Context: an optimization exercise on an open-source flow, tuned for small area. The choices shown serve that exercise and are no tape-out recipe. The RTL was checked by simulation tests, not by an equivalence proof against the original design. Power is estimated from default activity; no workload was simulated.

== red ==
// grid_astar_path_search_unit
module grid_astar_path_search_unit #(
  parameter int GRID_SIDE = 8
) (
  input  logic       clk,
  input  logic       rst_n,
  input  logic       in_valid,
  output logic       in_ready,
  input  logic       in_func,
  input  logic [2:0] in_cell_row,
  input  logic [2:0] in_cell_col,
  input  logic       in_blocked,
  input  logic [2:0] in_start_row,
  input  logic [2:0] in_start_col,
  input  logic [2:0] in_goal_row,
  input  logic [2:0] in_goal_col,
  output logic       out_valid,
  input  logic       out_ready,
  output logic [2:0] out_path_row,
  output logic [2:0] out_path_col,
  output logic       out_found,
  output logic       out_last
);
Size in the first run: roughly 540 flip-flops, about 34 I/O pins, ~13,000 um2 of cells after synthesis.
export LEC_CHECK = 0
export ABC_AREA = 1
export ABC_CLOCK_PERIOD_IN_PS = 8000
export CAP_MARGIN = 20
export CORE_MARGIN = 2
export CORE_UTILIZATION = 60
export SLEW_MARGIN = 20
create_clock -name core_clock -period 8.0 [get_ports {clk}]
standard.sh (not shown) runs the stock make flow with config.mk's settings and CLKGATE_MAP_FILE= SYNTH_SCRIPT=/design/flow/synth_recipe.tcl, a recipe that flattens the netlist after the stock synthesis.
==> flow/flow/run.sh <==
#!/bin/bash
# The standard layout (standard.sh) with three changes:
# - synthesis runs synth_recipe.tcl unchanged except that ABC maps with an
#   area-oriented script (flow/synth_amap.tcl, flow/abc_area_amap.script);
# - the port buffers use the smallest buffer cell;
# - clock tree synthesis builds clkbuf_8 sink clusters without dummy loads.
set -euo pipefail
HERE=$(cd "$(dirname "$0")" && pwd)
export BUFFER_PORTS_ARGS="-buffer_cell sky130_fd_sc_hd__buf_1"
export CTS_ARGS="-sink_clustering_enable -repair_clock_nets -dont_use_dummy_load -buf_list sky130_fd_sc_hd__clkbuf_8 -sink_clustering_size 20 -sink_clustering_max_diameter 50"
bash standard.sh finish SYNTH_SCRIPT="$HERE/synth_amap.tcl" > flow.log 2>&1
==> flow/flow/abc_area_amap.script <==
strash
ifraig
dc2
strash
dch -f
amap
==> flow/flow/synth_amap.tcl <==
# The standard flow's synthesis script (synth_recipe.tcl, sourced unchanged) with one change:
# ABC maps for area with amap (flow/abc_area_amap.script) in place of ORFS's
# area script, which also buffers and upsizes gates.
set ::amap_script [file join [file dirname [file normalize [info script]]] abc_area_amap.script]
proc abc {args} {
  set i [lsearch -exact $args -script]
  if {$i >= 0} { lset args [expr {$i + 1}] $::amap_script }
  yosys abc {*}$args
}
source [file join [file dirname [file dirname [file normalize [info script]]]] synth_recipe.tcl]
diff inputs: red => blue
-- flow/design.v --
<<< red, line 3
  typedef enum logic [4:0] {
    S_RCLR, S_IDLE, S_CLR1, S_CLR2, S_GCHK, S_NB, S_APPW, S_APP, S_LSW, S_LS, S_UPD,
    S_NXT, S_POPW, S_REMW, S_REM, S_TR, S_OUT, S_EMW, S_FAIL
  } state_t;
endpackage
>>> blue, line 3
  typedef enum logic [4:0] {
    S_RCLR, S_IDLE, S_CLR1, S_CLR2, S_GCHK, S_NB, S_APPW, S_APP, S_LSW, S_LS, S_UPD,
    S_NXT, S_POPW, S_SCAN, S_REMW, S_REM, S_TR, S_OUT, S_EMW, S_FAIL
  } state_t;
endpackage
<<< red, line 44
  logic [1:0] d_r;
  logic [6:0] last_r;
  logic       fb_r;
  logic [1:0] dsel;
  logic [5:0] nb;
>>> blue, line 44
  logic [1:0] d_r;
  logic [6:0] last_r;
  logic       fb_r, flow_r;
  logic [1:0] dsel;
  logic [5:0] nb;
<<< red, line 111
  assign ls_hit  = ls_cell == nb;
  assign upd     = ls_f != fb_r;
  assign take    = ls_f == fb_r;
  always_ff @(posedge clk) begin
    ph_r <= seq_next(ph_r);
>>> blue, line 111
  assign ls_hit  = ls_cell == nb;
  assign upd     = ls_f != fb_r;
  assign take    = !flow_r || (ls_f == fb_r);
  always_ff @(posedge clk) begin
    ph_r <= seq_next(ph_r);
<<< red, line 169
        end
        gaps_pkg::S_POPW: begin
          if (lp_end) begin
            last_r  <= ls_head;
>>> blue, line 169
        end
        gaps_pkg::S_POPW: begin
          flow_r <= 1'b0;
          if (lp_wrap) state_r <= gaps_pkg::S_SCAN;
        end
        gaps_pkg::S_SCAN: begin
          flow_r <= flow_r || (ls_f == fb_r);
          if (lp_end) begin
            last_r  <= ls_head;
<<< red, line 179
            cur_r   <= ls_cell;
            count_r <= seq_prev(count_r);
            state_r <= gaps_pkg::S_GCHK;
          end else if (lp_end) begin
            fb_r    <= !fb_r;
            state_r <= gaps_pkg::S_REMW;
          end
        end
>>> blue, line 184
            cur_r   <= ls_cell;
            count_r <= seq_prev(count_r);
            fb_r    <= fb_r ^ !flow_r;
            state_r <= gaps_pkg::S_GCHK;
          end
        end
<<< red, line 208
        gaps_pkg::S_EMW: begin
          if (ph_hit) begin
            d_r     <= cs_head[1:0] ^ 2'd2;
            state_r <= gaps_pkg::S_OUT;
          end
>>> blue, line 211
        gaps_pkg::S_EMW: begin
          if (ph_hit) begin
            d_r     <= cs_head[1:0];
            state_r <= gaps_pkg::S_OUT;
          end
<<< red, line 243
      gaps_pkg::S_TR: begin
        cs_we = ph_hit && !cs_start;
        cs_wd = {1'b1, d_r ^ 2'd2};
      end
      default: cs_we = 1'b0;
>>> blue, line 246
      gaps_pkg::S_TR: begin
        cs_we = ph_hit && !cs_start;
        cs_wd = {1'b1, d_r};
      end
      default: cs_we = 1'b0;
### Flow results
- Per the comparison of blue with red, static leakage power ~0 delta; clock latency on the worst-skew pair increased by 0.02 ns relative to the old numbers; non-clock buffer count down 1; hold slack increased by 0.0077 ns relative to the old numbers.
- blue vs red: area inside the core boundary up slightly
- The fraction of the mapped netlist area in compound gates reported for blue is greater than that of red by 0.24 points.
- Comparing blue with red, the utilization came out essentially unchanged.
- [compare] base=red new=blue: portion of the clock cycle consumed by the worst path in the final layout saw a decrease, power lower.
- The fmax reported for blue is greater than that of red by 4.1%.
- Looking at area after synthesis across both flows, blue is the weaker of the two, with red ahead.
- red -> blue: final area flat

## port drivers added, routing unchanged
No port has a modelled driver above. Below, the same layouts with a new extraction and two added sets of constraints. Step 1: set_driving_cell puts a clkbuf_16 on clk and a buf_2 on each other input, an assumption about the parent block. Step 2 moves the port delays by t, midway between the first and last clock arrival at a register: inputs arrive t later, outputs are due t later. That takes back most of the time a late clock gives input paths. Slacks: ideal / step 1 / step 2; pairs: ideal / step 1.
| run | t (ns) | setup WS [ns] | hold WS [ns] | latest minus earliest clock arrival (ns) |
|---|---|---|---|---|
| red | 0.551 | 0.430 / 0.387 / 0.939 | 0.258 / 0.258 / 0.258 | 0.076 / 0.077 |
| blue | 0.560 | 0.730 / 0.688 / 1.249 | 0.265 / 0.265 / 0.265 | 0.107 / 0.107 |
After both steps setup and hold are still met in every run listed.
